Background: an optimization exercise with open tools, aiming at a short achievable clock period and few clock cycles. Do not read the settings as production practice. Function was checked by simulation only, so behaviour that the tests miss may differ from the original. Power is estimated from default activity; no workload was simulated.

--- design/flow/constraint.sdc ---
create_clock -name core_clock -period 8.0 [get_ports {clock}]
set_input_delay 1.6000 -clock core_clock [delete_from_list [all_inputs] [get_ports {clock}]]
set_output_delay 1.6000 -clock core_clock [all_outputs]
set_load 0.01 [all_outputs]
--- design/flow/design.v ---
package isa_pkg;
    typedef logic [32-1:0]     word_t;
    typedef logic [5-1:0]   reg_idx_t;
    typedef logic [17-1:0]    imm_t;
    typedef logic [27-1:0] target_t;
    typedef enum logic [5-1:0] {
        op_alu  = 5'd0,
        op_j    = 5'd1,
        op_bne  = 5'd2,
        op_jal  = 5'd3,
        op_jr   = 5'd4,
        op_addi = 5'd5,
        op_blt  = 5'd6,
        op_sw   = 5'd7,
        op_lw   = 5'd8
    } opcode_e;
    typedef enum logic [5-1:0] {
        alu_add = 5'd0,
        alu_sub = 5'd1,
        alu_and = 5'd2,
        alu_or  = 5'd3,
        alu_sll = 5'd4,
        alu_sra = 5'd5
    } alu_op_e;
    typedef struct packed {
        logic     is_j;
        logic     is_bne;
        logic     is_jal;
        logic     is_jr;
        logic     is_blt;
        logic     is_sw;
        logic     is_lw;
        logic     reg_write;   
        reg_idx_t dest;
        logic     sel_add;     
        logic     sel_sub;     
        logic     sel_addi;    
        logic     sel_logic;   
        logic     sel_shift;   
        logic     is_and;      
        logic     is_sll;      
    } ctrl_t;
    typedef struct packed {
        logic  load;
        word_t sum;
        word_t diff;
        word_t addi;
        word_t logic_res;
        word_t shift_res;
        word_t link;
    } m_src_t;
endpackage
`timescale 1ns/1ps
module instr_decoder (
    input  isa_pkg::word_t instr,
    output isa_pkg::ctrl_t ctrl
);
    logic [5-1:0]     op;
    logic [5-1:0] aop;
    isa_pkg::reg_idx_t        f_rd;
    logic                     is_alu;
    assign op     = instr[27 +: 5];
    assign aop    = instr[2 +: 5];
    assign f_rd   = instr[22 +: 5];
    assign is_alu = (op == isa_pkg::op_alu);
    always_comb begin
        ctrl           = '0;
        ctrl.is_j      = (op == isa_pkg::op_j);
        ctrl.is_bne    = (op == isa_pkg::op_bne);
        ctrl.is_jal    = (op == isa_pkg::op_jal);
        ctrl.is_jr     = (op == isa_pkg::op_jr);
        ctrl.is_blt    = (op == isa_pkg::op_blt);
        ctrl.is_sw     = (op == isa_pkg::op_sw);
        ctrl.is_lw     = (op == isa_pkg::op_lw);
        ctrl.sel_add   = is_alu && (aop == isa_pkg::alu_add);
        ctrl.sel_sub   = is_alu && (aop == isa_pkg::alu_sub);
        ctrl.sel_logic = is_alu && (aop == isa_pkg::alu_and || aop == isa_pkg::alu_or);
        ctrl.sel_shift = is_alu && (aop == isa_pkg::alu_sll || aop == isa_pkg::alu_sra);
        ctrl.sel_addi  = (op == isa_pkg::op_addi);
        ctrl.is_and    = (aop == isa_pkg::alu_and);
        ctrl.is_sll    = (aop == isa_pkg::alu_sll);
        ctrl.dest      = ctrl.is_jal ? 5'd31 : f_rd;
        ctrl.reg_write = ctrl.is_jal ||
                         ((ctrl.sel_add || ctrl.sel_sub || ctrl.sel_logic || ctrl.sel_shift ||
                           ctrl.sel_addi || ctrl.is_lw) && (f_rd != '0));
    end
endmodule
`timescale 1ns/1ps
module pg_init_n #(
    parameter int W   = 32,
    parameter bit CIN = 1'b0
) (
    input  logic [W-1:0] a,
    input  logic [W-1:0] b,
    output logic [W-1:0] gn,
    output logic [W-1:0] pn
);
    assign gn[W-1:1] = ~(a[W-1:1] & b[W-1:1]);
    assign pn[W-1:1] = ~(a[W-1:1] | b[W-1:1]);
    assign gn[0]     = CIN ? ~(a[0] | b[0]) : ~(a[0] & b[0]);
    assign pn[0]     = CIN ? 1'b1 : ~(a[0] | b[0]);
endmodule
module pg_level_n #(
    parameter int W = 32,
    parameter int D = 1
) (
    input  logic [W-1:0] g,
    input  logic [W-1:0] p,
    output logic [W-1:0] gn,
    output logic [W-1:0] pn
);
    for (genvar i = 0; i < W; i++) begin : bit_
        if (i >= D) begin : merge
            assign gn[i] = ~(g[i] | (p[i] & g[i-D]));
            assign pn[i] = ~(p[i] & p[i-D]);
        end else begin : pass
            assign gn[i] = ~g[i];
            assign pn[i] = ~p[i];
        end
    end
endmodule
module pg_level_p #(
    parameter int W = 32,
    parameter int D = 1
) (
    input  logic [W-1:0] gn,
    input  logic [W-1:0] pn,
    output logic [W-1:0] g,
    output logic [W-1:0] p
);
    for (genvar i = 0; i < W; i++) begin : bit_
        if (i >= D) begin : merge
            assign g[i] = ~(gn[i] & (pn[i] | gn[i-D]));
            assign p[i] = ~(pn[i] | pn[i-D]);
        end else begin : pass
            assign g[i] = ~gn[i];
            assign p[i] = ~pn[i];
        end
    end
endmodule
module carry_tree #(
    parameter bit CIN = 1'b0
) (
    input  logic [31:0] a,
    input  logic [31:0] b,
    output logic [31:0] gg
);
    logic [31:0] gn0, pn0, g1, p1, gn2, pn2, g3, p3, gn4, pn4, p5;
    pg_init_n  #(.W(32), .CIN(CIN)) l0 (.a(a), .b(b), .gn(gn0), .pn(pn0));
    pg_level_p #(.W(32), .D(1))     l1 (.gn(gn0), .pn(pn0), .g(g1),   .p(p1));
    pg_level_n #(.W(32), .D(2))     l2 (.g(g1),   .p(p1),   .gn(gn2), .pn(pn2));
    pg_level_p #(.W(32), .D(4))     l3 (.gn(gn2), .pn(pn2), .g(g3),   .p(p3));
    pg_level_n #(.W(32), .D(8))     l4 (.g(g3),   .p(p3),   .gn(gn4), .pn(pn4));
    pg_level_p #(.W(32), .D(16))    l5 (.gn(gn4), .pn(pn4), .g(gg),   .p(p5));
endmodule
module xor_vec #(
    parameter int W = 32
) (
    input  logic [W-1:0] a,
    input  logic [W-1:0] b,
    output logic [W-1:0] y
);
    assign y = a ^ b;
endmodule
module ks_add #(
    parameter int W   = 32,
    parameter bit CIN = 1'b0
) (
    input  logic [W-1:0] a,
    input  logic [W-1:0] b,
    output logic [W-1:0] sum
);
    logic [31:0] gg;
    logic [31:0] x;
    carry_tree #(.CIN(CIN)) ct (.a(a), .b(b), .gg(gg));
    xor_vec #(.W(32)) hx (.a(a), .b(b), .y(x));
    xor_vec #(.W(32)) sx (.a(x), .b({gg[30:0], CIN}), .y(sum));
endmodule
module lt_signed #(
    parameter int W = 32
) (
    input  logic [W-1:0] a,
    input  logic [W-1:0] b,
    output logic         lt
);
    logic [31:0] gg;
    carry_tree #(.CIN(1'b1)) ct (.a({~a[31], a[30:0]}), .b({b[31], ~b[30:0]}), .gg(gg));
    assign lt = !gg[31];
endmodule
module or_level_n #(
    parameter int W = 32
) (
    input  logic [W-1:0]   x,
    output logic [W/2-1:0] yn
);
    for (genvar i = 0; i < W/2; i++) begin : bit_
        assign yn[i] = ~(x[2*i] | x[2*i+1]);
    end
endmodule
module or_level_p #(
    parameter int W = 32
) (
    input  logic [W-1:0]   xn,
    output logic [W/2-1:0] y
);
    for (genvar i = 0; i < W/2; i++) begin : bit_
        assign y[i] = ~(xn[2*i] & xn[2*i+1]);
    end
endmodule
module ne_cmp (
    input  logic [31:0] a,
    input  logic [31:0] b,
    output logic        ne
);
    logic [31:0] x;
    logic [15:0] n1;
    logic [7:0]  o2;
    logic [3:0]  n3;
    logic [1:0]  o4;
    logic [0:0]  n5;
    xor_vec #(.W(32)) dx (.a(a), .b(b), .y(x));
    or_level_n #(.W(32)) r1 (.x(x),   .yn(n1));
    or_level_p #(.W(16)) r2 (.xn(n1), .y(o2));
    or_level_n #(.W(8))  r3 (.x(o2),  .yn(n3));
    or_level_p #(.W(4))  r4 (.xn(n3), .y(o4));
    or_level_n #(.W(2))  r5 (.x(o4),  .yn(n5));
    assign ne = !n5[0];
endmodule
module alu (
    input  isa_pkg::word_t    a,
    input  isa_pkg::word_t    b,
    input  isa_pkg::word_t    imm,
    input  isa_pkg::reg_idx_t shamt,
    input  logic              is_and,
    input  logic              is_sll,
    output isa_pkg::word_t    sum,
    output isa_pkg::word_t    diff,
    output isa_pkg::word_t    sum_imm,
    output isa_pkg::word_t    logic_res,
    output isa_pkg::word_t    shift_res
);
    ks_add #(.W(32), .CIN(1'b0)) add_rr  (.a(a), .b(b),   .sum(sum));
    ks_add #(.W(32), .CIN(1'b1)) sub_rr  (.a(a), .b(~b),  .sum(diff));
    ks_add #(.W(32), .CIN(1'b0)) add_imm (.a(a), .b(imm), .sum(sum_imm));
    assign logic_res = is_and ? (a & b) : (a | b);
    assign shift_res = is_sll ? (a << shamt) : isa_pkg::word_t'($signed(a) >>> shamt);
endmodule
module m_value (
    input  isa_pkg::m_src_t src,
    input  isa_pkg::word_t  q_dmem,
    output isa_pkg::word_t  value
);
    assign value = ({32{src.load}} & q_dmem) | src.sum | src.diff | src.addi |
                   src.logic_res | src.shift_res | src.link;
endmodule
module branch_unit (
    input  isa_pkg::word_t reg_rd,
    input  isa_pkg::word_t reg_rs,
    input  isa_pkg::m_src_t m_src,
    input  isa_pkg::word_t q_dmem,
    input  logic           fwd_rd,
    input  logic           fwd_rs,
    input  logic           is_bne,
    input  logic           is_blt,
    input  logic           is_jr,
    input  logic           pred,       
    input  isa_pkg::word_t link,       
    output logic           taken,
    output logic           mispredict
);
    logic lt_rr;
    logic lt_mr;
    logic lt_rm;
    logic ne_rr;
    logic ne_mr;
    logic ne_rm;
    logic jr_miss_r;
    logic jr_miss_m;
    logic case_rr;
    logic case_mr;
    logic case_rm;
    logic case_mm;
    logic early_miss;
    logic [8:0] k;
    isa_pkg::word_t m_val;
    m_value u_m_val (.src(m_src), .q_dmem(q_dmem), .value(m_val));
    lt_signed #(.W(32)) c_rr (.a(reg_rd), .b(reg_rs), .lt(lt_rr));
    lt_signed #(.W(32)) c_mr (.a(m_val),  .b(reg_rs), .lt(lt_mr));
    lt_signed #(.W(32)) c_rm (.a(reg_rd), .b(m_val),  .lt(lt_rm));
    ne_cmp e_rr (.a(reg_rd), .b(reg_rs), .ne(ne_rr));
    ne_cmp e_mr (.a(m_val),  .b(reg_rs), .ne(ne_mr));
    ne_cmp e_rm (.a(reg_rd), .b(m_val),  .ne(ne_rm));
    ne_cmp j_r (.a(reg_rd), .b(link), .ne(jr_miss_r));
    ne_cmp j_m (.a(m_val),  .b(link), .ne(jr_miss_m));
    assign case_rr = !fwd_rd && !fwd_rs;
    assign case_mr =  fwd_rd && !fwd_rs;
    assign case_rm = !fwd_rd &&  fwd_rs;
    assign case_mm =  fwd_rd &&  fwd_rs;
    always_comb begin
        case ({fwd_rd, fwd_rs})
            2'b00:   taken = is_bne ? ne_rr : lt_rr;
            2'b10:   taken = is_bne ? ne_mr : lt_mr;
            2'b01:   taken = is_bne ? ne_rm : lt_rm;
            default: taken = 1'b0;
        endcase
    end
    assign early_miss = (case_rr && is_bne && (ne_rr != pred)) ||
                        (case_rr && is_blt && (lt_rr != pred)) ||
                        (case_mm && (is_bne || is_blt) && pred) ||
                        (!fwd_rd && is_jr && jr_miss_r);
    assign k[0] = case_mr && is_bne && !pred;
    assign k[1] = case_mr && is_bne &&  pred;
    assign k[2] = case_mr && is_blt && !pred;
    assign k[3] = case_mr && is_blt &&  pred;
    assign k[4] = case_rm && is_bne && !pred;
    assign k[5] = case_rm && is_bne &&  pred;
    assign k[6] = case_rm && is_blt && !pred;
    assign k[7] = case_rm && is_blt &&  pred;
    assign k[8] = fwd_rd && is_jr;
    miss_or u_miss (
        .early (early_miss),
        .k     (k),
        .late  ({jr_miss_m, lt_rm, ne_rm, lt_mr, ne_mr}),
        .miss  (mispredict)
    );
endmodule
module miss_or (
    input  logic       early,
    input  logic [8:0] k,
    input  logic [4:0] late,
    output logic       miss
);
    assign miss = early ||
                  (k[0] && late[0]) || (k[1] && !late[0]) ||
                  (k[2] && late[1]) || (k[3] && !late[1]) ||
                  (k[4] && late[2]) || (k[5] && !late[2]) ||
                  (k[6] && late[3]) || (k[7] && !late[3]) ||
                  (k[8] && late[4]);
endmodule
module pc_select (
    input  logic           mispredict,
    input  isa_pkg::word_t redirect_pc,
    input  isa_pkg::word_t pred_pc,
    output isa_pkg::word_t pc_next
);
    assign pc_next = mispredict ? redirect_pc : pred_pc;
endmodule
`timescale 1ns/1ps
module rf_read_slice #(
    parameter int W = 16
) (
    input  isa_pkg::reg_idx_t             idx,
    input  logic [(32-1)*W-1:0] regs,
    output logic [W-1:0]                  data
);
    always_comb begin
        data = '0;
        for (int i = 1; i < 32; i++) begin
            if (idx == i[5-1:0]) begin
                data = data | regs[(i-1)*W +: W];
            end
        end
    end
endmodule
module reg_file (
    input  logic              clock,
    input  logic              rst,
    input  isa_pkg::reg_idx_t rd_idx_a,
    input  isa_pkg::reg_idx_t rd_idx_b,
    input  isa_pkg::reg_idx_t rd_idx_c,
    input  logic [32-1:1] wr_sel,
    input  isa_pkg::word_t    wr_data,
    output isa_pkg::word_t    rd_data_a,
    output isa_pkg::word_t    rd_data_b,
    output isa_pkg::word_t    rd_data_c
);
    localparam int H = 32 / 2;
    isa_pkg::word_t regs [1:32-1];
    logic [(32-1)*H-1:0] regs_lo;
    logic [(32-1)*H-1:0] regs_hi;
    always_ff @(posedge clock) begin
        if (rst) begin
            for (int i = 1; i < 32; i++) begin
                regs[i] <= '0;
            end
        end else begin
            for (int i = 1; i < 32; i++) begin
                if (wr_sel[i]) begin
                    regs[i] <= wr_data;
                end
            end
        end
    end
    always_comb begin
        for (int i = 1; i < 32; i++) begin
            regs_lo[(i-1)*H +: H] = regs[i][H-1:0];
            regs_hi[(i-1)*H +: H] = regs[i][32-1:H];
        end
    end
    rf_read_slice #(.W(H)) a_lo (.idx(rd_idx_a), .regs(regs_lo), .data(rd_data_a[H-1:0]));
    rf_read_slice #(.W(H)) a_hi (.idx(rd_idx_a), .regs(regs_hi), .data(rd_data_a[32-1:H]));
    rf_read_slice #(.W(H)) b_lo (.idx(rd_idx_b), .regs(regs_lo), .data(rd_data_b[H-1:0]));
    rf_read_slice #(.W(H)) b_hi (.idx(rd_idx_b), .regs(regs_hi), .data(rd_data_b[32-1:H]));
    rf_read_slice #(.W(H)) c_lo (.idx(rd_idx_c), .regs(regs_lo), .data(rd_data_c[H-1:0]));
    rf_read_slice #(.W(H)) c_hi (.idx(rd_idx_c), .regs(regs_hi), .data(rd_data_c[32-1:H]));
endmodule
`timescale 1ns/1ps
module hazard_unit (
    input  isa_pkg::reg_idx_t src,
    input  isa_pkg::word_t    reg_val,
    input  logic              e_write,
    input  isa_pkg::reg_idx_t e_rd,
    input  logic              m_write,
    input  isa_pkg::reg_idx_t m_rd,
    input  isa_pkg::word_t    m_val,
    input  logic              w_write,
    input  isa_pkg::reg_idx_t w_rd,
    input  isa_pkg::word_t    w_val,
    output isa_pkg::word_t    value,
    output logic              fwd_e
);
    logic m_hit;
    logic w_hit;
    assign fwd_e = e_write && (e_rd == src);
    assign m_hit = m_write && (m_rd == src);
    assign w_hit = w_write && (w_rd == src);
    always_comb begin
        if (m_hit) begin
            value = m_val;
        end else if (w_hit) begin
            value = w_val;
        end else begin
            value = reg_val;
        end
    end
endmodule
module exec_operands (
    input  isa_pkg::word_t  rs_r,
    input  isa_pkg::word_t  rt_r,
    input  isa_pkg::word_t  rd_r,
    input  logic            fwd_rs,
    input  logic            fwd_rt,
    input  logic            fwd_rd,
    input  isa_pkg::m_src_t m_src,
    input  isa_pkg::word_t  q_dmem,
    output isa_pkg::word_t  rs,
    output isa_pkg::word_t  rt,
    output isa_pkg::word_t  rd
);
    isa_pkg::word_t m_val;
    m_value u_m_val (.src(m_src), .q_dmem(q_dmem), .value(m_val));
    assign rs = fwd_rs ? m_val : rs_r;
    assign rt = fwd_rt ? m_val : rt_r;
    assign rd = fwd_rd ? m_val : rd_r;
endmodule
`timescale 1ns/1ps
module cpu_core (
    input  logic           clock,
    input  logic           rst,
    output isa_pkg::word_t address_imem,
    input  isa_pkg::word_t instr,
    output isa_pkg::word_t address_dmem,
    output isa_pkg::word_t data,
    output logic           wren,
    input  isa_pkg::word_t q_dmem
);
    localparam int BP_BITS = 6;
    localparam int BP_N    = 1 << BP_BITS;
    isa_pkg::word_t     pc;         
    isa_pkg::word_t     link_pred;  
    isa_pkg::word_t     pc_pred;
    isa_pkg::word_t     pc_next;
    logic [1:0]         bp_ctr [BP_N];
    logic [BP_N-1:0]    bp_valid;
    logic [BP_BITS-1:0] f_idx;
    isa_pkg::ctrl_t     ctrl;
    isa_pkg::reg_idx_t  f_rd;
    isa_pkg::reg_idx_t  f_rs;
    isa_pkg::reg_idx_t  f_rt;
    isa_pkg::word_t     imm;
    isa_pkg::word_t     target;
    isa_pkg::word_t     rf_rs;
    isa_pkg::word_t     rf_rt;
    isa_pkg::word_t     rf_rd;
    isa_pkg::word_t     d_rs;
    isa_pkg::word_t     d_rt;
    isa_pkg::word_t     d_rd;
    logic               d_fwd_rs;
    logic               d_fwd_rt;
    logic               d_fwd_rd;
    isa_pkg::word_t     pc_inc;
    isa_pkg::word_t     pc_branch;
    logic               static_taken;
    logic [1:0]         f_ctr;      
    logic               pred_taken;
    isa_pkg::ctrl_t     e_ctrl;
    isa_pkg::word_t     e_pc_inc;
    isa_pkg::word_t     e_alt;      
    isa_pkg::word_t     e_link;     
    logic               e_pred;     
    logic [1:0]         e_ctr;      
    logic [BP_BITS-1:0] e_idx;
    isa_pkg::word_t     e_imm;
    isa_pkg::reg_idx_t  e_shamt;
    isa_pkg::word_t     e_rs_r;
    isa_pkg::word_t     e_rt_r;
    isa_pkg::word_t     e_rd_r;
    logic               e_fwd_rs;
    logic               e_fwd_rt;
    logic               e_fwd_rd;
    isa_pkg::word_t     e_rs;
    isa_pkg::word_t     e_rt;
    isa_pkg::word_t     e_rd;
    isa_pkg::word_t     e_sum;
    isa_pkg::word_t     e_diff;
    isa_pkg::word_t     e_addr;
    isa_pkg::word_t     e_logic;
    isa_pkg::word_t     e_shift;
    logic               e_valid;    
    logic               e_write;
    logic               e_taken;
    logic               mispredict;
    isa_pkg::word_t     redirect_pc;
    logic               t_branch;
    logic               t_taken;
    logic [BP_BITS-1:0] t_idx;
    logic [1:0]         t_ctr;      
    logic [1:0]         t_ctr_new;
    logic               m_write;    
    logic               m_load;
    logic               m_store;
    isa_pkg::reg_idx_t  m_rd;
    isa_pkg::word_t     m_sum;
    isa_pkg::word_t     m_diff;
    isa_pkg::word_t     m_addi;
    isa_pkg::word_t     m_logic;
    isa_pkg::word_t     m_shift;
    isa_pkg::word_t     m_link;
    isa_pkg::word_t     m_addr;     
    isa_pkg::word_t     m_data;
    isa_pkg::m_src_t    m_src;
    isa_pkg::word_t     m_val;
    logic               w_write;
    isa_pkg::reg_idx_t  w_rd;
    isa_pkg::word_t     w_val;
    logic [32-1:1] w_sel;   
    assign f_rd   = instr[22 +: 5];
    assign f_rs   = instr[17 +: 5];
    assign f_rt   = instr[12 +: 5];
    assign imm    = {{(32-17){instr[17-1]}}, instr[17-1:0]};
    assign target = {{(32-27){1'b0}}, instr[27-1:0]};
    assign address_imem = pc;
    instr_decoder dec (
        .instr (instr),
        .ctrl  (ctrl)
    );
    reg_file u_reg_file (
        .clock     (clock),
        .rst       (rst),
        .rd_idx_a  (f_rs),
        .rd_idx_b  (f_rt),
        .rd_idx_c  (f_rd),
        .wr_sel    (w_sel),
        .wr_data   (w_val),
        .rd_data_a (rf_rs),
        .rd_data_b (rf_rt),
        .rd_data_c (rf_rd)
    );
    hazard_unit hz_rs (
        .src(f_rs), .reg_val(rf_rs), .e_write(e_write), .e_rd(e_ctrl.dest),
        .m_write(m_write), .m_rd(m_rd), .m_val(m_val),
        .w_write(w_write), .w_rd(w_rd), .w_val(w_val),
        .value(d_rs), .fwd_e(d_fwd_rs)
    );
    hazard_unit hz_rt (
        .src(f_rt), .reg_val(rf_rt), .e_write(e_write), .e_rd(e_ctrl.dest),
        .m_write(m_write), .m_rd(m_rd), .m_val(m_val),
        .w_write(w_write), .w_rd(w_rd), .w_val(w_val),
        .value(d_rt), .fwd_e(d_fwd_rt)
    );
    hazard_unit hz_rd (
        .src(f_rd), .reg_val(rf_rd), .e_write(e_write), .e_rd(e_ctrl.dest),
        .m_write(m_write), .m_rd(m_rd), .m_val(m_val),
        .w_write(w_write), .w_rd(w_rd), .w_val(w_val),
        .value(d_rd), .fwd_e(d_fwd_rd)
    );
    assign pc_inc = pc + 32'd1;
    ks_add #(.W(32), .CIN(1'b1)) add_target (.a(pc), .b(imm), .sum(pc_branch));
    assign f_idx        = pc[BP_BITS-1:0];
    assign static_taken = ctrl.is_bne || instr[17-1];
    assign f_ctr        = bp_valid[f_idx] ? bp_ctr[f_idx] : (static_taken ? 2'd2 : 2'd1);
    assign pred_taken   = (ctrl.is_bne || ctrl.is_blt) && f_ctr[1];
    always_comb begin
        if (ctrl.is_j || ctrl.is_jal) begin
            pc_pred = target;
        end else if (ctrl.is_jr) begin
            pc_pred = link_pred;
        end else if (pred_taken) begin
            pc_pred = pc_branch;
        end else begin
            pc_pred = pc_inc;
        end
    end
    pc_select u_pc_select (
        .mispredict  (mispredict),
        .redirect_pc (redirect_pc),
        .pred_pc     (pc_pred),
        .pc_next     (pc_next)
    );
    always_ff @(posedge clock) begin
        if (rst) begin
            pc        <= 32'd0;
            link_pred <= '0;
        end else begin
            pc <= pc_next;
            if (ctrl.is_jal) begin
                link_pred <= pc_inc;
            end
        end
    end
    always_ff @(posedge clock) begin
        if (rst) begin
            e_ctrl  <= '0;
            e_valid <= 1'b0;
        end else begin
            e_ctrl  <= ctrl;
            e_valid <= !mispredict;
        end
        e_pc_inc <= pc_inc;
        e_alt    <= pred_taken ? pc_inc : pc_branch;
        e_pred   <= pred_taken;
        e_ctr    <= f_ctr;
        e_idx    <= f_idx;
        e_link   <= link_pred;
        e_imm    <= imm;
        e_shamt  <= instr[7 +: 5];
        e_rs_r   <= d_rs;
        e_rt_r   <= d_rt;
        e_rd_r   <= d_rd;
        e_fwd_rs <= d_fwd_rs;
        e_fwd_rt <= d_fwd_rt;
        e_fwd_rd <= d_fwd_rd;
    end
    exec_operands u_ops (
        .rs_r   (e_rs_r),
        .rt_r   (e_rt_r),
        .rd_r   (e_rd_r),
        .fwd_rs (e_fwd_rs),
        .fwd_rt (e_fwd_rt),
        .fwd_rd (e_fwd_rd),
        .m_src  (m_src),
        .q_dmem (q_dmem),
        .rs     (e_rs),
        .rt     (e_rt),
        .rd     (e_rd)
    );
    alu u_alu (
        .a         (e_rs),
        .b         (e_rt),
        .imm       (e_imm),
        .shamt     (e_shamt),
        .is_and    (e_ctrl.is_and),
        .is_sll    (e_ctrl.is_sll),
        .sum       (e_sum),
        .diff      (e_diff),
        .sum_imm   (e_addr),
        .logic_res (e_logic),
        .shift_res (e_shift)
    );
    assign e_write = e_valid && e_ctrl.reg_write;
    branch_unit u_branch (
        .reg_rd     (e_rd_r),
        .reg_rs     (e_rs_r),
        .m_src      (m_src),
        .q_dmem     (q_dmem),
        .fwd_rd     (e_fwd_rd),
        .fwd_rs     (e_fwd_rs),
        .is_bne     (e_valid && e_ctrl.is_bne),
        .is_blt     (e_valid && e_ctrl.is_blt),
        .is_jr      (e_valid && e_ctrl.is_jr),
        .pred       (e_pred),
        .link       (e_link),
        .taken      (e_taken),
        .mispredict (mispredict)
    );
    assign redirect_pc = e_ctrl.is_jr ? e_rd : e_alt;
    always_ff @(posedge clock) begin
        if (rst) begin
            t_branch <= 1'b0;
        end else begin
            t_branch <= e_valid && (e_ctrl.is_bne || e_ctrl.is_blt);
        end
        t_taken  <= e_taken;
        t_ctr    <= e_ctr;
        t_idx    <= e_idx;
    end
    always_comb begin
        if (t_taken) begin
            t_ctr_new = (t_ctr == 2'd3) ? 2'd3 : t_ctr + 2'd1;
        end else begin
            t_ctr_new = (t_ctr == 2'd0) ? 2'd0 : t_ctr - 2'd1;
        end
    end
    always_ff @(posedge clock) begin
        if (rst) begin
            bp_valid <= '0;
            for (int i = 0; i < BP_N; i++) begin
                bp_ctr[i] <= 2'd0;
            end
        end else if (t_branch) begin
            bp_valid[t_idx] <= 1'b1;
            bp_ctr[t_idx]   <= t_ctr_new;
        end
    end
    always_ff @(posedge clock) begin
        if (rst) begin
            m_write <= 1'b0;
            m_store <= 1'b0;
        end else begin
            m_write <= e_write;
            m_store <= e_valid && e_ctrl.is_sw;
        end
        m_load      <= e_ctrl.is_lw;
        m_rd        <= e_ctrl.dest;
        m_sum       <= {32{e_ctrl.sel_add}}   & e_sum;
        m_diff      <= {32{e_ctrl.sel_sub}}   & e_diff;
        m_addi      <= {32{e_ctrl.sel_addi}}  & e_addr;
        m_logic     <= {32{e_ctrl.sel_logic}} & e_logic;
        m_shift     <= {32{e_ctrl.sel_shift}} & e_shift;
        m_link      <= {32{e_ctrl.is_jal}}    & e_pc_inc;
        m_addr      <= e_addr;
        m_data      <= e_rd;
    end
    always_comb begin
        m_src.load      = m_load;
        m_src.sum       = m_sum;
        m_src.diff      = m_diff;
        m_src.addi      = m_addi;
        m_src.logic_res = m_logic;
        m_src.shift_res = m_shift;
        m_src.link      = m_link;
    end
    m_value u_m_val (.src(m_src), .q_dmem(q_dmem), .value(m_val));
    assign address_dmem = m_addr;
    assign data         = m_data;
    assign wren         = m_store;
    always_ff @(posedge clock) begin
        if (rst) begin
            w_write <= 1'b0;
            w_sel   <= '0;
        end else begin
            w_write <= m_write;
            for (int i = 1; i < 32; i++) begin
                w_sel[i] <= m_write && (m_rd == i[5-1:0]);
            end
        end
        w_rd  <= m_rd;
        w_val <= m_val;
    end
endmodule
--- design/flow/config.mk ---
export PLATFORM = sky130hd
export DESIGN_NAME = cpu_core
export DESIGN_NICKNAME = cpu_core
export VERILOG_FILES = /design/flow/design.v
export SDC_FILE = /design/flow/constraint.sdc
export NUM_CORES = 4
export LEC_CHECK = 0
export ABC_AREA = 1
export CAP_MARGIN = 20
export CORE_MARGIN = 2
export CORE_UTILIZATION = 40
export SETUP_SLACK_MARGIN = 4.8
export SLEW_MARGIN = 20
export SYNTH_HIERARCHICAL = 1
--- design/flow/run.sh ---
#!/bin/bash
# synth_recipe.tcl (not shown) runs the flow's synth.tcl, then flattens the netlist and writes it again
# the make line also repeats each setting of config.mk as NAME=value (left out here)
make -C /OpenROAD-flow-scripts/flow DESIGN_CONFIG=/design/flow/config.mk WORK_HOME=/design/flow/orfs CLKGATE_MAP_FILE= SYNTH_SCRIPT=/design/flow/synth_recipe.tcl finish
==> parameters.txt, run 1 <==
Parameter                              Value

CTS
  Clock-pin slew of the registers on the worst-case setup and hold paths ... ~0.06 ns
  Root Buffer Master ... sky130_fd_sc_hd__clkbuf_16
  Number of clock buffers inserted by TritonCTS ... approximately 220
  Clock latency on the worst-skew pair ... between 0.9 and 1 ns
  Count of hold buffers inserted by post-cts repair ... 0
  CTS tree ... yes
  Clock Sinks ... around 1.8k
  Level count of the clock H-tree ... 4
  Clk buf depth ... 4

Global route
  Overall fraction of global-route tracks in use ... 38.21%
  Total congestion overflow after global routing ... 0
  Maximum number of pins on one net before global-route repair ... 180
  Global-route wire length before repair ... 920300 um
  Number of antenna violations at the first check in global routing ... between 40 and 50
  Via count of the first global-routing pass ... 132.0k

Die
  Standard-cell row count ... approximately 210
  Starting utilization of the core area ... a little over 40%
  Area of the die ... about 0.32 mm2
  Die Y-Extent ... ~570 um
  I/O pin total ... 163
  Die X-Extent ... roughly 570 um
  Placeable core area ... between 0.3 and 0.4 mm2

Pwr
  Leakage Power ... between 70 and 80 nW
  Peak VDD IR ... about 190 uV
  P per Cell Area ... about 170 mW/mm2

Outcome
  Result of the run ... no timing/DRC/antenna violations

Finish
  Layout cells sized above 1 ... 10.12%
  Area growth syn-to-layout ... 14.57%
  Layout Nets ... around 22k
  Post-route insts no fill ... roughly 27k

Worst setup path
  Largest incremental delay on the critical path ... 0.63 ns
  Critical path, cell by cell ... buf_8 > buf_12 > inv_2 > nand2_1 > nand2_1 > nor2_8 > nand3_4 > nand2_1 > nand3_1 > nand2_1
  CP Launch Type ... input port
  Crit end category ... register
  Type of the worst setup path ... input port to register
  Most numerous cell on the critical path ... sky130_fd_sc_hd__nand2_1
  Cell type of the slowest stage on the worst timing path ... sky130_fd_sc_hd__nor2_8
  Data arrival, critical path ... 4.15 ns
  Data required time of the worst path ... around 9 ns
  Max Fanout on Critical Path ... 18

Drt
  First-pass detailed-route iteration total ... 10
  Post-route ant nets ... 0
  DR DRC count ... 0
  WL per Instance ... between 20 and 25 um
  Number of vias per cell after detailed routing ... roughly 5.7
  Count of vias placed by the detailed router ... about 150k
  Detailed router's first-iteration violation count ... roughly 24k
  Total wire length ... around 660000 um

Worst hold path
  Hold WC Path Type ... register to register

STA
  Transition at the pin with the smallest max-transition slack ... roughly 1.4 ns
  Setup repair after global routing missed its margin ... true
  Max-slew violation total from the final report ... 0
  Final hold violation count ... 0
  Count of endpoints failing setup in the final report ... 0
  Final TNS setup ... 0 ns
  Max Freq ... 299.6 MHz
  Slew Limit Headroom ... ~6.5%
  Shortest clock period the worst path allows after layout ... 3.338 ns
  Setup Skew ... approximately 0.13 ns
  Final period util ... a little over two fifths

Placement
  Placer Congestion ... 1.003
  Placed wire-length estimate after detailed placement ... 406200 um
  Placed Cells ... ~26k
  Number of buffers added on ports ... around 160

Flow run
  Max-Cap Viols ... 0

Synthesis
  Synthesized area per cell ... 5.572 um2
  Synth Instances ... ~23k
  Number of warnings printed during yosys synthesis ... 13
  Cell area after synthesis ... between 0.1 and 0.15 mm2
==> stage by stage <==
stage / total power [W] / cell area [um2] / worst slack, ns / utilization, % / hold WS [ns]
final: 0.02492 / 145200 / 4.662 / 46.09 / 0.3213
after global routing: 0.02546 / 145100 / 4.664 / 46.07 / 0.3277
after CTS: 0.02437 / 141400 / 4.654 / 44.89 / 0.3238
after detailed placement: 0.01359 / 129300 / 2.537 / 41.05 / 0.3118
after global placement: 0.01359 / 129200 / 2.385 / 41.03 / 0.3098
after floorplan: 0.01221 / 126800 / 4.634 / - / 0.3096
==> flip-flops by register name, indices dropped and copies added (netlist names), 31 cells and up <==
register,cells
m_addr,32
m_data,32
e_pc_inc,32
e_rd_r,32
bp_ctr,128
e_alt,32
e_rt_r,32
e_link,32
m_diff,32
m_shift,32
w_val,32
m_link,32
m_addi,32
m_sum,32
u_reg_file.regs,992
link_pred,32
e_rs_r,32
w_sel,31
bp_valid,64
m_logic,32
pc,32
==> timing repair <==
item | CTS | global route
cloned | 35 | 27
resized for setup | 1023 | 772
setup buffers | 197 | 112
endpoints found under the setup margin | 442 | 285
pin swaps | 116 | 181
==> final timing paths <==
kind,from,to,slack (ns),depth (start not counted)
setup reg to reg,m_load$_DFF_P_,t_taken$_DFF_P_,4.78,22
hold reg to reg,e_idx[2]$_DFF_P_,t_idx[2]$_DFF_P_,0.32,0
hold / removal,e_idx[2]$_DFF_P_,t_idx[2]$_DFF_P_,0.32,0
setup / recovery,instr[15],e_rt_r[26]$_DFF_P_,4.66,10
==> critical path: cells and delay by family <==
family	cells	cell delay, ns
and+or+nand+nor	7	1.99
buffers and inverters	3	0.51
==> per-layer routing <==
layer  routed length [um]  GRT usage (%)  vias up
li1                     -              -    70280
met1               252400          49.95    69000
met2               262900          55.12    10740
met3                87430          9.241     2478
met4                53640          26.35       20
met5                  125              0        -
==> layout make-up <==
type                       count  area (um2)
multi-input combinational  17140       77020
inverter                    2403        9313
antenna                       31       77.57
fill                       33680      169800
clock inverter               108        1216
tap                         4160        5205
timing repair buffer         780        7978
timing repair inverter         4       67.56
sequential                  1832       38190
clock buffer                 288        6091
==> report_power, final <==
group | total (W) | internal [W] | leakage [nW] | switching, W
clock network | 0.0106 | 0.00605 | 3.59 | 0.00454
registers | 0.00965 | 0.00947 | 15.2 | 0.000188
logic | 0.00467 | 0.00123 | 51.7 | 0.00343
total | 0.0249 | 0.0168 | 70.5 | 0.00816
==> placed cells by master (no fill, tap or decap), types with 52 or more instances in the layout <==
cell type,n
sky130_fd_sc_hd__nand2_1,7821
sky130_fd_sc_hd__nor2_1,4088
sky130_fd_sc_hd__nand3_1,2275
sky130_fd_sc_hd__inv_1,2274
sky130_fd_sc_hd__dfxtp_1,1586
sky130_fd_sc_hd__nand4_1,1188
sky130_fd_sc_hd__buf_4,431
sky130_fd_sc_hd__a21oi_1,322
sky130_fd_sc_hd__o21ai_1,269
sky130_fd_sc_hd__clkbuf_16,231
sky130_fd_sc_hd__nor2_2,212
sky130_fd_sc_hd__nand2_2,191
sky130_fd_sc_hd__nor2_4,162
sky130_fd_sc_hd__edfxtp_1,128
sky130_fd_sc_hd__nand2_4,97
sky130_fd_sc_hd__o21ai_0,85
sky130_fd_sc_hd__o21ai_2,83
sky130_fd_sc_hd__dfxtp_2,82
sky130_fd_sc_hd__a21oi_2,75
sky130_fd_sc_hd__buf_12,73
sky130_fd_sc_hd__inv_2,68
sky130_fd_sc_hd__buf_6,68
sky130_fd_sc_hd__dlygate4sd2_1,57
sky130_fd_sc_hd__clkinv_2,55
sky130_fd_sc_hd__nand2_8,52
Testbench counts, summed over its fixed seeds: cycles 37,199.
==> inputs of run 2 (changes only) <==
--- a/design/flow/design.v
+++ b/design/flow/design.v
@@ -228,6 +228,8 @@
 endmodule
 module alu (
-    input  isa_pkg::word_t    a,
+    input  isa_pkg::word_t    a,       
     input  isa_pkg::word_t    b,
+    input  isa_pkg::word_t    la,      
+    input  isa_pkg::word_t    lb,
     input  isa_pkg::word_t    imm,
     input  isa_pkg::reg_idx_t shamt,
@@ -243,6 +245,6 @@
     ks_add #(.W(32), .CIN(1'b1)) sub_rr  (.a(a), .b(~b),  .sum(diff));
     ks_add #(.W(32), .CIN(1'b0)) add_imm (.a(a), .b(imm), .sum(sum_imm));
-    assign logic_res = is_and ? (a & b) : (a | b);
-    assign shift_res = is_sll ? (a << shamt) : isa_pkg::word_t'($signed(a) >>> shamt);
+    assign logic_res = is_and ? (la & lb) : (la | lb);
+    assign shift_res = is_sll ? (la << shamt) : isa_pkg::word_t'($signed(la) >>> shamt);
 endmodule
 module m_value (
@@ -267,5 +269,6 @@
     input  isa_pkg::word_t link,       
     output logic           taken,
-    output logic           mispredict
+    output logic           mispredict,
+    output logic [1:0]     mispredict_pc   
 );
     logic lt_rr;
@@ -324,4 +327,16 @@
         .miss  (mispredict)
     );
+    miss_or u_miss_lo (
+        .early (early_miss),
+        .k     (k),
+        .late  ({jr_miss_m, lt_rm, ne_rm, lt_mr, ne_mr}),
+        .miss  (mispredict_pc[0])
+    );
+    miss_or u_miss_hi (
+        .early (early_miss),
+        .k     (k),
+        .late  ({jr_miss_m, lt_rm, ne_rm, lt_mr, ne_mr}),
+        .miss  (mispredict_pc[1])
+    );
 endmodule
 module miss_or (
@@ -338,9 +353,11 @@
                   (k[8] && late[4]);
 endmodule
-module pc_select (
-    input  logic           mispredict,
-    input  isa_pkg::word_t redirect_pc,
-    input  isa_pkg::word_t pred_pc,
-    output isa_pkg::word_t pc_next
+module pc_select #(
+    parameter int W = 16
+) (
+    input  logic         mispredict,
+    input  logic [W-1:0] redirect_pc,
+    input  logic [W-1:0] pred_pc,
+    output logic [W-1:0] pc_next
 );
     assign pc_next = mispredict ? redirect_pc : pred_pc;
@@ -512,4 +529,7 @@
     isa_pkg::word_t     e_rt;
     isa_pkg::word_t     e_rd;
+    isa_pkg::word_t     e_rs2;      
+    isa_pkg::word_t     e_rt2;      
+    isa_pkg::word_t     e_rd_a;     
     isa_pkg::word_t     e_sum;
     isa_pkg::word_t     e_diff;
@@ -521,4 +541,5 @@
     logic               e_taken;
     logic               mispredict;
+    logic [1:0]         mispredict_pc;
     isa_pkg::word_t     redirect_pc;
     logic               t_branch;
@@ -540,4 +561,8 @@
     isa_pkg::word_t     m_data;
     isa_pkg::m_src_t    m_src;
+    isa_pkg::m_src_t    m_src_x;    
+    isa_pkg::m_src_t    m_src_b;    
+    logic               x_load;
+    logic               b_load;
     isa_pkg::word_t     m_val;
     logic               w_write;
@@ -602,9 +627,15 @@
         end
     end
-    pc_select u_pc_select (
-        .mispredict  (mispredict),
-        .redirect_pc (redirect_pc),
-        .pred_pc     (pc_pred),
-        .pc_next     (pc_next)
+    pc_select #(.W(16)) u_pc_lo (
+        .mispredict  (mispredict_pc[0]),
+        .redirect_pc (redirect_pc[15:0]),
+        .pred_pc     (pc_pred[15:0]),
+        .pc_next     (pc_next[15:0])
+    );
+    pc_select #(.W(16)) u_pc_hi (
+        .mispredict  (mispredict_pc[1]),
+        .redirect_pc (redirect_pc[31:16]),
+        .pred_pc     (pc_pred[31:16]),
+        .pc_next     (pc_next[31:16])
     );
     always_ff @(posedge clock) begin
@@ -641,4 +672,7 @@
         e_fwd_rt <= d_fwd_rt;
         e_fwd_rd <= d_fwd_rd;
+        x_load   <= e_ctrl.is_lw && (d_fwd_rs || d_fwd_rt || d_fwd_rd);
+        b_load   <= e_ctrl.is_lw && (d_fwd_rs || d_fwd_rd) &&
+                    (ctrl.is_bne || ctrl.is_blt || ctrl.is_jr);
     end
     exec_operands u_ops (
@@ -649,8 +683,21 @@
         .fwd_rt (e_fwd_rt),
         .fwd_rd (e_fwd_rd),
-        .m_src  (m_src),
+        .m_src  (m_src_x),
         .q_dmem (q_dmem),
         .rs     (e_rs),
         .rt     (e_rt),
+        .rd     (e_rd_a)
+    );
+    exec_operands u_ops2 (
+        .rs_r   (e_rs_r),
+        .rt_r   (e_rt_r),
+        .rd_r   (e_rd_r),
+        .fwd_rs (e_fwd_rs),
+        .fwd_rt (e_fwd_rt),
+        .fwd_rd (e_fwd_rd),
+        .m_src  (m_src_x),
+        .q_dmem (q_dmem),
+        .rs     (e_rs2),
+        .rt     (e_rt2),
         .rd     (e_rd)
     );
@@ -658,4 +705,6 @@
         .a         (e_rs),
         .b         (e_rt),
+        .la        (e_rs2),
+        .lb        (e_rt2),
         .imm       (e_imm),
         .shamt     (e_shamt),
@@ -672,5 +721,5 @@
         .reg_rd     (e_rd_r),
         .reg_rs     (e_rs_r),
-        .m_src      (m_src),
+        .m_src      (m_src_b),
         .q_dmem     (q_dmem),
         .fwd_rd     (e_fwd_rd),
@@ -682,5 +731,6 @@
         .link       (e_link),
         .taken      (e_taken),
-        .mispredict (mispredict)
+        .mispredict (mispredict),
+        .mispredict_pc (mispredict_pc)
     );
     assign redirect_pc = e_ctrl.is_jr ? e_rd : e_alt;
@@ -741,4 +791,10 @@
         m_src.link      = m_link;
     end
+    always_comb begin
+        m_src_x      = m_src;
+        m_src_x.load = x_load;
+        m_src_b      = m_src;
+        m_src_b.load = b_load;
+    end
     m_value u_m_val (.src(m_src), .q_dmem(q_dmem), .value(m_val));
     assign address_dmem = m_addr;
==> parameters.txt, run 2 <==
Parameter                              Value

Pwr
  Total internal power ... 0.01702 W (was 0.01675 W)
  Clk network pwr share ... 44.0% (was 42.5%)
  Power spent charging and discharging nets ... 0.008050 W (was 0.008164 W)
  Switching portion of total power ... 32.11% (was 32.76%)
  Peak VDD IR ... 187.9 uV (was 189.3 uV)
  Flop pwr share ... 38.3% (was 38.7%)
  P per Cell Area ... 169.5 mW/mm2 (was 171.7 mW/mm2)
  Portion of total power attributed to combinational logic ... 17.6% (was 18.7%)
  Leakage Power ... 72.23 nW (was 70.47 nW)

STA
  Setup Skew ... 0.09144 ns (was 0.1318 ns)
  Max Freq ... 297.8 MHz (was 299.6 MHz)
  Transition at the pin with the smallest max-transition slack ... 1.323 ns (was 1.403 ns)
  Final period util ... 41.97% (was 41.73%)
  Slew Limit Headroom ... 11.61% (was 6.451%)
  Final TNS setup ... 0 ns (unchanged)
  Shortest clock period the worst path allows after layout ... 3.358 ns (was 3.338 ns)
  Final hold violation count ... 0 (unchanged)
  Max-slew violation total from the final report ... 0 (unchanged)
  Setup repair after global routing missed its margin ... true (unchanged)
  Count of endpoints failing setup in the final report ... 0 (unchanged)

Finish
  Layout Nets ... 23.08k (was 22.45k)
  Sequential cell area ... 0.03835 mm2 (was 0.03819 mm2)
  Biggest register ... u_reg_file.regs (unchanged)
  Leading registers by flop count ... u_reg_file.regs: 992 flops, bp_ctr: 128 flops, bp_valid: 64 flops (unchanged)
  Most frequent standard cell in the layout excluding fill and tap cells ... sky130_fd_sc_hd__nand2_1 (unchanged)
  Area growth syn-to-layout ... 14.44% (was 14.57%)
  Post-route insts no fill ... 27.53k (was 26.75k)
  Layout cells sized above 1 ... 9.581% (was 10.12%)
  Area of the multi-input gates ... 0.07806 mm2 (was 0.07702 mm2)
  Max reg flops ... 992 (unchanged)
  Fill cell count ... 34.18k (was 33.68k)
  Highest-count cells in the layout ignoring fill and taps ... 8214 x sky130_fd_sc_hd__nand2_1, 4172 x sky130_fd_sc_hd__nor2_1, 2473 x sky130_fd_sc_hd__inv_1, 2276 x sky130_fd_sc_hd__nand3_1, 1580 x sky130_fd_sc_hd__dfxtp_1 (was 7821 x sky130_fd_sc_hd__nand2_1, 4088 x sky130_fd_sc_hd__nor2_1, 2275 x sky130_fd_sc_hd__nand3_1, 2274 x sky130_fd_sc_hd__inv_1, 1586 x sky130_fd_sc_hd__dfxtp_1)

Worst setup path
  Critical path, cell by cell ... buf_16 > buf_4 > inv_16 > buf_6 > nand4_1 > nand2_1 > nor2_1 > nand2_1 > nor2_1 > nand2_1 > inv_1 > nand2_1 > nand3_1 > nand2_1 (was buf_8 > buf_12 > inv_2 > nand2_1 > nand2_1 > nor2_8 > nand3_4 > nand2_1 > nand3_1 > nand2_1)
  Largest incremental delay on the critical path ... 0.45 ns (was 0.63 ns)
  Data required time of the worst path ... 8.86 ns (was 8.81 ns)
  CP Launch Type ... input port (unchanged)
  Type of the worst setup path ... input port to register (unchanged)
  Data arrival, critical path ... 4.22 ns (was 4.15 ns)
  Cell type of the slowest stage on the worst timing path ... sky130_fd_sc_hd__buf_6 (was sky130_fd_sc_hd__nor2_8)
  Max Fanout on Critical Path ... 65 (was 18)
  Most numerous cell on the critical path ... sky130_fd_sc_hd__nand2_1 (unchanged)
  Crit end category ... register (unchanged)

Drt
  Count of vias placed by the detailed router ... 156.1k (was 152.5k)
  Detailed router's first-iteration violation count ... 25.29k (was 23.98k)
  Number of vias per cell after detailed routing ... 5.672 (was 5.701)
  DR DRC count ... 0 (unchanged)
  First-pass detailed-route iteration total ... 9 (was 10)
  Total wire length ... 702300 um (was 656500 um)
  WL per Instance ... 25.51 um (was 24.54 um)
  Post-route ant nets ... 0 (unchanged)

Global route
  Global-route wire length before repair ... 972200 um (was 920300 um)
  Number of antenna violations at the first check in global routing ... 64 (was 48)
  Total congestion overflow after global routing ... 0 (unchanged)
  Maximum number of pins on one net before global-route repair ... 174 (was 180)
  Via count of the first global-routing pass ... 135.2k (was 132.0k)
  Overall fraction of global-route tracks in use ... 40.55% (was 38.21%)

Synthesis
  Synthesized area per cell ... 5.533 um2 (was 5.572 um2)
  Number of warnings printed during yosys synthesis ... 13 (unchanged)
  Cell area after synthesis ... 0.1293 mm2 (was 0.1267 mm2)
  Synth Instances ... 23.37k (was 22.74k)

CTS
  Clock-pin slew of the registers on the worst-case setup and hold paths ... 0.06 ns (about the same)
  Root Buffer Master ... sky130_fd_sc_hd__clkbuf_16 (unchanged)
  CTS tree ... yes (unchanged)
  Number of clock buffers inserted by TritonCTS ... 221 (was 216)
  Clock latency on the worst-skew pair ... 0.98 ns (was 0.99 ns)
  Clk buf depth ... 4 (unchanged)
  Clock Sinks ... 1834 (was 1832)
  Level count of the clock H-tree ... 4 (unchanged)

Flow run
  Max-Cap Viols ... 0 (unchanged)

Placement
  Placed Cells ... 26.75k (was 25.95k)
  Placed wire-length estimate after detailed placement ... 440900 um (was 406200 um)
  Placer Congestion ... 1.004 (was 1.003)
  Number of buffers added on ports ... 162 (unchanged)

Die
  Die Y-Extent ... 572.5 um (was 566.8 um)
  Die X-Extent ... 572.5 um (was 566.8 um)
  Area of the die ... 0.3278 mm2 (was 0.3213 mm2)
  Placeable core area ... 0.3214 mm2 (was 0.3150 mm2)
  I/O pin total ... 163 (unchanged)
  Starting utilization of the core area ... 40.23% (was 40.22%)
  Standard-cell row count ... 208 (was 206)

Outcome
  Result of the run ... no timing/DRC/antenna violations (unchanged)

Worst hold path
  Hold WC Path Type ... register to register (unchanged)
[run 2: area by class of cell]
| type | count | share of cell area (%) |
|---|---|---|
| timing repair buffer | 786 | 5.652 |
| multi-input combinational | 17580 | 52.76 |
| clock inverter | 124 | 1.030 |
| tap | 4305 | 3.641 |
| sequential | 1834 | 25.92 |
| timing repair inverter | 3 | 0.02283 |
| clock buffer | 283 | 4.182 |
| antenna | 31 | 0.05243 |
| inverter | 2580 | 6.736 |
[run 2: what timing repair did]
action                     in CTS  in global routing
resized for setup             962                768
pin swaps                      86                135
hold buffers                    0                  0
setup buffers                 170                 99
setup endpoints to repair     674                347
cloned                         42                 23
[run 2: metal layers]
metal / global-route usage (%) / vias up / part of all wire, %
met4: 24.67 / 36 / 7.6
met2: 58.19 / 10660 / 40
met3: 11.93 / 2566 / 14
li1: - / 71930 / -
met5: 0.2499 / - / 0.048
met1: 53.16 / 70950 / 39
[run 2: path summary, 6_finish.rpt]
kind,startpoint,to,slack [ns],depth (start not counted)
worst max register to register,m_link[29]$_DFF_P_,pc[21]$_SDFF_PP0_,4.78,21
worst max-delay path,instr[16],e_rt_r[18]$_DFF_P_,4.64,14
worst min register to register,e_idx[1]$_DFF_P_,t_idx[1]$_DFF_P_,0.33,0
worst min-delay path,e_idx[1]$_DFF_P_,t_idx[1]$_DFF_P_,0.33,0
[run 2: power by group through the flow]
stage	registers, W	clock network (W)	logic, W
after CTS	0.00961	0.0111	0.00398
after detailed placement	0.00990	0	0.00351
after global routing	0.00962	0.0115	0.00461
final	0.00961	0.0110	0.00442
after global placement	0.00990	0	0.00351
after floorplan	0.00978	0	0.00230
[run 2: critical path: cells and delay by family]
kind	cells	cell delay [ns]
and+or+nand+nor	9	1.20
buffers and inverters	5	1.17
[run 2: per-stage QoR]
stage | hold WS, ns | total power, W | utilization [%] | cell area, um2 | setup slack (ns)
2_1_floorplan | 0.3096 | 0.01208 | - | 129400 | 4.620
3_3_place_gp | 0.3103 | 0.01341 | 41.08 | 132000 | 2.308
3_5_place_dp | 0.3121 | 0.01341 | 41.08 | 132000 | 2.331
4_1_cts | 0.3268 | 0.02467 | 44.86 | 144200 | 4.689
5_1_grt | 0.3319 | 0.02568 | 46.01 | 147900 | 4.676
6_report | 0.3272 | 0.02507 | 46.03 | 148000 | 4.642
Testbench counts of run 2, summed over its fixed seeds: cycles 37,199.
==> inputs of run 3 (changes only) <==
--- a/design/flow/config.mk
+++ b/design/flow/config.mk
@@ -10,5 +10,5 @@
 export CORE_MARGIN = 2
 export CORE_UTILIZATION = 40
-export SETUP_SLACK_MARGIN = 4.8
+export SETUP_SLACK_MARGIN = 5
 export SLEW_MARGIN = 20
 export SYNTH_HIERARCHICAL = 1
==> parameters.txt, run 3 <==
Parameter                              Value

Worst setup path
  Cell type of the slowest stage on the worst timing path ... sky130_fd_sc_hd__nand4_1 (was sky130_fd_sc_hd__buf_6)
  CP Launch Type ... input port (unchanged)
  Data arrival, critical path ... 4.11 ns (was 4.22 ns)
  Largest incremental delay on the critical path ... 0.34 ns (was 0.45 ns)
  Type of the worst setup path ... input port to register (unchanged)
  Crit end category ... register (unchanged)
  Max Fanout on Critical Path ... 105 (was 65)
  Critical path, cell by cell ... buf_4 > buf_12 > nor2_4 > buf_16 > nand4_1 > nand2_1 > nor2_1 > nand2_1 > nor2_2 > nand2_1 > inv_1 > nand2_1 > nand3_1 > nand2_1 (was buf_16 > buf_4 > inv_16 > buf_6 > nand4_1 > nand2_1 > nor2_1 > nand2_1 > nor2_1 > nand2_1 > inv_1 > nand2_1 > nand3_1 > nand2_1)
  Most numerous cell on the critical path ... sky130_fd_sc_hd__nand2_1 (unchanged)
  Data required time of the worst path ... 8.83 ns (was 8.86 ns)

Outcome
  Result of the run ... no timing/DRC/antenna violations (unchanged)

Drt
  Total wire length ... 689400 um (was 702300 um)
  DR DRC count ... 0 (unchanged)
  Detailed router's first-iteration violation count ... 24.78k (was 25.29k)
  Post-route ant nets ... 0 (unchanged)
  Count of vias placed by the detailed router ... 156.8k (was 156.1k)
  Number of vias per cell after detailed routing ... 5.680 (was 5.672)
  First-pass detailed-route iteration total ... 10 (was 9)
  WL per Instance ... 24.98 um (was 25.51 um)

STA
  Final period util ... 41.05% (was 41.97%)
  Final-layout worst hold slack ... 0.3262 ns (was 0.3272 ns)
  Setup Skew ... 0.07578 ns (was 0.09144 ns)
  Setup repair after global routing missed its margin ... true (unchanged)
  Transition at the pin with the smallest max-transition slack ... 1.308 ns (was 1.323 ns)
  Count of endpoints failing setup in the final report ... 0 (unchanged)
  Final hold violation count ... 0 (unchanged)
  Max-slew violation total from the final report ... 0 (unchanged)
  Max Freq ... 304.5 MHz (was 297.8 MHz)
  Final TNS setup ... 0 ns (unchanged)
  Shortest clock period the worst path allows after layout ... 3.284 ns (was 3.358 ns)
  Slew Limit Headroom ... 12.80% (was 11.61%)
  PnR worst setup slack ... 4.716 ns (was 4.642 ns)

Finish
  Layout Nets ... 23.15k (was 23.08k)
  Biggest register ... u_reg_file.regs (unchanged)
  Highest-count cells in the layout ignoring fill and taps ... 8083 x sky130_fd_sc_hd__nand2_1, 4047 x sky130_fd_sc_hd__nor2_1, 2415 x sky130_fd_sc_hd__inv_1, 2270 x sky130_fd_sc_hd__nand3_1, 1547 x sky130_fd_sc_hd__dfxtp_1 (was 8214 x sky130_fd_sc_hd__nand2_1, 4172 x sky130_fd_sc_hd__nor2_1, 2473 x sky130_fd_sc_hd__inv_1, 2276 x sky130_fd_sc_hd__nand3_1, 1580 x sky130_fd_sc_hd__dfxtp_1)
  Layout cells sized above 1 ... 11.93% (was 9.581%)
  Most frequent standard cell in the layout excluding fill and tap cells ... sky130_fd_sc_hd__nand2_1 (unchanged)
  Max reg flops ... 992 (unchanged)
  Fill cell count ... 34.17k (was 34.18k)
  Area growth syn-to-layout ... 16.65% (was 14.44%)
  Leading registers by flop count ... u_reg_file.regs: 992 flops, bp_ctr: 128 flops, bp_valid: 64 flops (unchanged)
  Final cell area excluding filler cells ... 0.1508 mm2 (was 0.1480 mm2)
  Area of the multi-input gates ... 0.07978 mm2 (was 0.07806 mm2)
  Sequential cell area ... 0.03838 mm2 (was 0.03835 mm2)

Global route
  Global-route wire length before repair ... 959000 um (was 972200 um)
  Overall fraction of global-route tracks in use ... 39.67% (was 40.55%)
  Maximum number of pins on one net before global-route repair ... 196 (was 174)
  Total congestion overflow after global routing ... 0 (unchanged)
  Number of antenna violations at the first check in global routing ... 57 (was 64)
  Via count of the first global-routing pass ... 135.5k (was 135.2k)

CTS
  Number of clock buffers inserted by TritonCTS ... 223 (was 221)
  Clk buf depth ... 4 (unchanged)
  Clock Sinks ... 1834 (unchanged)
  Level count of the clock H-tree ... 4 (unchanged)
  Clock-pin slew of the registers on the worst-case setup and hold paths ... 0.06 ns (about the same)
  CTS tree ... yes (unchanged)
  Root Buffer Master ... sky130_fd_sc_hd__clkbuf_16 (unchanged)
  Clock latency on the worst-skew pair ... 1.01 ns (was 0.98 ns)
  Count of hold buffers inserted by post-cts repair ... 0 (unchanged)

Placement
  Number of buffers added on ports ... 162 (unchanged)
  Cell area after placement ... 0.1326 mm2 (was 0.1320 mm2)
  Placement-stage worst setup slack ... 2.304 ns (was 2.331 ns)
  Placed wire-length estimate after detailed placement ... 430500 um (was 440900 um)
  Placer Congestion ... 1.020 (was 1.004)

Die
  Area of the die ... 0.3278 mm2 (unchanged)
  I/O pin total ... 163 (unchanged)
  Die Y-Extent ... 572.5 um (unchanged)
  Standard-cell row count ... 208 (unchanged)
  Die X-Extent ... 572.5 um (unchanged)
  Starting utilization of the core area ... 40.23% (unchanged)
  Placeable core area ... 0.3214 mm2 (unchanged)

Worst hold path
  Hold WC Path Type ... register to register (unchanged)

Synthesis
  Synthesized area per cell ... 5.533 um2 (unchanged)
  Synth Instances ... 23.37k (unchanged)
  Cell area after synthesis ... 0.1293 mm2 (unchanged)
  Number of warnings printed during yosys synthesis ... 13 (unchanged)

Pwr
  P per Cell Area ... 167.3 mW/mm2 (was 169.5 mW/mm2)
  Leakage Power ... 73.35 nW (was 72.23 nW)
  Peak VDD IR ... 190.8 uV (was 187.9 uV)

Flow run
  Max-Cap Viols ... 0 (unchanged)
## run 3: area by class of cell
| cell class | count | area share (%) |
|---|---|---|
| clock inverter | 108 | 0.8810 |
| tap | 4305 | 3.571 |
| timing repair inverter | 6 | 0.04148 |
| inverter | 2580 | 6.634 |
| multi-input combinational | 17580 | 52.90 |
| antenna | 28 | 0.04646 |
| timing repair buffer | 851 | 6.258 |
| clock buffer | 301 | 4.223 |
| sequential | 1834 | 25.44 |
## run 3: final timing paths
check	slack, ns	startpoint	endpoint	cells after the start
max reg2reg	4.76	e_rs_r[1]$_DFF_P_	pc[2]$_SDFF_PP0_	22
max	4.72	instr[20]	e_rs_r[0]$_DFF_P_	14
min	0.33	e_ctr[1]$_DFF_P_	t_ctr[1]$_DFF_P_	0
min reg2reg	0.33	e_ctr[1]$_DFF_P_	t_ctr[1]$_DFF_P_	0
## run 3: per-stage QoR
| stage | total power (W) | utilization [%] | cells |
|---|---|---|---|
| global placement | 0.01334 | 41.24 | 26720 |
| global route | 0.02583 | 46.91 | 27580 |
| floorplan | 0.01209 | - | 23370 |
| finish | 0.02523 | 46.92 | 27600 |
| CTS | 0.02478 | 45.51 | 27420 |
| detailed placement | 0.01336 | 41.25 | 26730 |
## run 3: what timing repair did
| action | 4_1_cts | 5_1_grt |
|---|---|---|
| gates cloned | 58 | 26 |
| hold endpoints to repair | 0 | 0 |
| setup endpoints to repair | 523 | 400 |
| pin swaps | 159 | 185 |
| setup buffers | 223 | 124 |
| gates resized for setup | 1566 | 815 |
## run 3: layer usage
metal  GRT usage, %  part of all wire [%]  vias to the layer above
met1          51.91                    38                    71050
met2          56.64                    40                    10980
met4          27.33                   8.4                       20
met5              0                 0.020                        -
li1               -                     -                    72160
met3          10.31                    14                     2541
## run 3: power by group
group	switching, W	total [W]	internal [W]	leakage, nW
registers	0.000164	0.00961	0.00945	15.2
clock network	0.00466	0.0110	0.00636	3.80
logic	0.00327	0.00459	0.00132	54.4
## run 3: worst max-delay path, delay by kind of cell
kind                   cells  cell delay, ns
buffers and inverters      4            0.66
and+or+nand+nor           10            1.40
==> inputs of run 4 (changes only) <==
--- a/design/flow/design.v
+++ b/design/flow/design.v
@@ -392,8 +392,8 @@
     output isa_pkg::word_t    rd_data_c
 );
-    localparam int H = 32 / 2;
+    localparam int S = 4;                
+    localparam int H = 32 / S;    
     isa_pkg::word_t regs [1:32-1];
-    logic [(32-1)*H-1:0] regs_lo;
-    logic [(32-1)*H-1:0] regs_hi;
+    logic [(32-1)*H-1:0] regs_s [S];
     always_ff @(posedge clock) begin
         if (rst) begin
@@ -410,15 +410,15 @@
     end
     always_comb begin
-        for (int i = 1; i < 32; i++) begin
-            regs_lo[(i-1)*H +: H] = regs[i][H-1:0];
-            regs_hi[(i-1)*H +: H] = regs[i][32-1:H];
+        for (int k = 0; k < S; k++) begin
+            for (int i = 1; i < 32; i++) begin
+                regs_s[k][(i-1)*H +: H] = regs[i][k*H +: H];
+            end
         end
     end
-    rf_read_slice #(.W(H)) a_lo (.idx(rd_idx_a), .regs(regs_lo), .data(rd_data_a[H-1:0]));
-    rf_read_slice #(.W(H)) a_hi (.idx(rd_idx_a), .regs(regs_hi), .data(rd_data_a[32-1:H]));
-    rf_read_slice #(.W(H)) b_lo (.idx(rd_idx_b), .regs(regs_lo), .data(rd_data_b[H-1:0]));
-    rf_read_slice #(.W(H)) b_hi (.idx(rd_idx_b), .regs(regs_hi), .data(rd_data_b[32-1:H]));
-    rf_read_slice #(.W(H)) c_lo (.idx(rd_idx_c), .regs(regs_lo), .data(rd_data_c[H-1:0]));
-    rf_read_slice #(.W(H)) c_hi (.idx(rd_idx_c), .regs(regs_hi), .data(rd_data_c[32-1:H]));
+    for (genvar k = 0; k < S; k++) begin : slice
+        rf_read_slice #(.W(H)) rd_a (.idx(rd_idx_a), .regs(regs_s[k]), .data(rd_data_a[k*H +: H]));
+        rf_read_slice #(.W(H)) rd_b (.idx(rd_idx_b), .regs(regs_s[k]), .data(rd_data_b[k*H +: H]));
+        rf_read_slice #(.W(H)) rd_c (.idx(rd_idx_c), .regs(regs_s[k]), .data(rd_data_c[k*H +: H]));
+    end
 endmodule
 `timescale 1ns/1ps
==> parameters.txt, run 4 <==
Parameter                              Value

Finish
  Fill cell count ... 34.59k (was 34.17k)
  Biggest register ... u_reg_file.regs (unchanged)
  Area growth syn-to-layout ... 16.96% (was 16.65%)
  Post-route insts no fill ... 27.94k (was 27.60k)
  Layout cells sized above 1 ... 12.01% (was 11.93%)
  Layout Nets ... 23.47k (was 23.15k)
  Leading registers by flop count ... u_reg_file.regs: 992 flops, bp_ctr: 128 flops, bp_valid: 64 flops (unchanged)
  Max reg flops ... 992 (unchanged)
  Highest-count cells in the layout ignoring fill and taps ... 8172 x sky130_fd_sc_hd__nand2_1, 4114 x sky130_fd_sc_hd__nor2_1, 2439 x sky130_fd_sc_hd__nand3_1, 2435 x sky130_fd_sc_hd__inv_1, 1542 x sky130_fd_sc_hd__dfxtp_1 (was 8083 x sky130_fd_sc_hd__nand2_1, 4047 x sky130_fd_sc_hd__nor2_1, 2415 x sky130_fd_sc_hd__inv_1, 2270 x sky130_fd_sc_hd__nand3_1, 1547 x sky130_fd_sc_hd__dfxtp_1)

STA
  Slew Limit Headroom ... 16.64% (was 12.80%)
  Shortest clock period the worst path allows after layout ... 3.242 ns (was 3.284 ns)
  PnR worst setup slack ... 4.758 ns (was 4.716 ns)
  Max-slew violation total from the final report ... 0 (unchanged)
  Setup Skew ... 0.07917 ns (was 0.07578 ns)
  Final TNS setup ... 0 ns (unchanged)
  Transition at the pin with the smallest max-transition slack ... 1.250 ns (was 1.308 ns)
  Final hold violation count ... 0 (unchanged)
  Final period util ... 40.52% (was 41.05%)
  Max Freq ... 308.5 MHz (was 304.5 MHz)
  Setup repair after global routing missed its margin ... true (unchanged)

Die
  Placeable core area ... 0.3237 mm2 (was 0.3214 mm2)
  Standard-cell row count ... 209 (was 208)
  I/O pin total ... 163 (unchanged)
  Area of the die ... 0.3295 mm2 (was 0.3278 mm2)
  Die X-Extent ... 574.0 um (was 572.5 um)
  Starting utilization of the core area ... 40.15% (was 40.23%)

Drt
  Detailed router's first-iteration violation count ... 25.64k (was 24.78k)
  DR DRC count ... 0 (unchanged)
  WL per Instance ... 24.13 um (was 24.98 um)
  Total wire length ... 674100 um (was 689400 um)
  Post-route ant nets ... 0 (unchanged)
  Count of vias placed by the detailed router ... 156.3k (was 156.8k)
  Number of vias per cell after detailed routing ... 5.593 (was 5.680)
  First-pass detailed-route iteration total ... 10 (unchanged)

Global route
  Maximum number of pins on one net before global-route repair ... 205 (was 196)
  Number of antenna violations at the first check in global routing ... 52 (was 57)
  Via count of the first global-routing pass ... 134.0k (was 135.5k)
  Total congestion overflow after global routing ... 0 (unchanged)
  Global-route wire length before repair ... 936000 um (was 959000 um)

CTS
  Clk buf depth ... 4 (unchanged)
  Count of hold buffers inserted by post-cts repair ... 0 (unchanged)
  Number of clock buffers inserted by TritonCTS ... 220 (was 223)
  Clock Sinks ... 1834 (unchanged)
  Level count of the clock H-tree ... 4 (unchanged)

Pwr
  Flop pwr share ... 38.4% (was 38.1%)
  Clk network pwr share ... 43.9% (was 43.7%)
  P per Cell Area ... 165.2 mW/mm2 (was 167.3 mW/mm2)
  Leakage Power ... 73.93 nW (was 73.35 nW)
  Switching portion of total power ... 32.01% (was 32.09%)
  Peak VDD IR ... 271.2 uV (was 190.8 uV)
  Total internal power ... 0.01708 W (was 0.01713 W)

Synthesis
  Synthesized area per cell ... 5.542 um2 (was 5.533 um2)
  Cell area after synthesis ... 0.1300 mm2 (was 0.1293 mm2)
  Number of warnings printed during yosys synthesis ... 16 (was 13)

Worst setup path
  Data required time of the worst path ... 8.81 ns (was 8.83 ns)
  Crit end category ... register (unchanged)
  Cell family with the largest share of critical-path delay ... compound AO/OA/AOI/OAI gates (was simple AND/OR/NAND/NOR gates)
  Cell type of the slowest stage on the worst timing path ... sky130_fd_sc_hd__dfxtp_4 (was sky130_fd_sc_hd__nand4_1)
  Most numerous cell on the critical path ... sky130_fd_sc_hd__nand2_2 (was sky130_fd_sc_hd__nand2_1)
  Max Fanout on Critical Path ... 8 (was 105)
  Count of buffer and inverter cells on the critical path ... 7 (was 4)
  Critical path, cell by cell ... buf_6 > buf_16 > nand2_2 > nand2_2 > inv_2 > nand2_4 > nor2_1 > nor2_1 > a21oi_2 > o21ai_2 > a21oi_4 > o21ai_4 > inv_4 > inv_2 > nand2_2 > a21oi_2 > nand3_4 > buf_12 > nand2_2 > nand2_1 > inv_1 > nor2_1 (was buf_4 > buf_12 > nor2_4 > buf_16 > nand4_1 > nand2_1 > nor2_1 > nand2_1 > nor2_2 > nand2_1 > inv_1 > nand2_1 > nand3_1 > nand2_1)
  CP Launch Type ... register (was input port)
  Type of the worst setup path ... register to register (was input port to register)

Outcome
  Result of the run ... no timing/DRC/antenna violations (unchanged)

Placement
  Number of buffers added on ports ... 162 (unchanged)
  Placement-stage worst setup slack ... 1.984 ns (was 2.304 ns)
  Cell area after placement ... 0.1328 mm2 (was 0.1326 mm2)
  Placed Cells ... 26.91k (was 26.73k)
  Placed wire-length estimate after detailed placement ... 433600 um (was 430500 um)
  Placer Congestion ... 1.016 (was 1.020)
## run 4: metrics by stage
stage / utilization [%] / hold slack [ns]
floorplan: - / 0.3096
global placement: 41.02 / 0.3104
detailed placement: 41.02 / 0.3144
CTS: 45.27 / 0.3277
global route: 46.94 / 0.3313
finish: 46.96 / 0.3263
## run 4: metal layers
layer  GRT usage [%]  up-vias  routed length [um]
met5          0.3013        -                 457
met4           20.39       30               44570
met1           51.09    71040              268800
met3           11.18     2089               92240
li1                -    72740                   -
met2           54.09    10360              268000
## run 4: path summary, 6_finish.rpt
check,from,endpoint,slack (ns),cells past startpoint
hold reg to reg,e_idx[1]$_DFF_P_,t_idx[1]$_DFF_P_,0.33,0
setup / recovery,b_load$_DFF_P_,pc[30]$_SDFF_PP0_,4.76,22
hold / removal,e_idx[1]$_DFF_P_,t_idx[1]$_DFF_P_,0.33,0
setup reg to reg,b_load$_DFF_P_,pc[30]$_SDFF_PP0_,4.76,22
## run 4: power groups by stage
stage	sequential (W)	combinational (W)	clock, W
after floorplan	0.00978	0.00230	0
after global placement	0.00994	0.00341	0
after detailed placement	0.00994	0.00341	0
after CTS	0.00965	0.00400	0.0111
after global routing	0.00966	0.00464	0.0114
final	0.00965	0.00444	0.0110
## run 4: repair_timing
item / CTS / global route
setup buffers: 295 / 221
endpoints found under the setup margin: 483 / 415
resized for setup: 1337 / 809
pin swaps: 127 / 201
gates cloned: 40 / 32
## run 4: area by class of cell
class	instances	area, um2	share of cell area [%]
clock buffers	296	6187	4.070
diodes	32	80.08	0.05268
flip-flops and latches	1834	38350	25.23
clock inverters	112	1476	0.9712
repair inverters	1	8.758	0.005761
multi-input cells	17780	79770	52.47
inverters	2618	10210	6.718
repair buffers	944	10530	6.924
well taps	4325	5411	3.560
Testbench counts of run 4, summed over its fixed seeds: cycles 37,199.
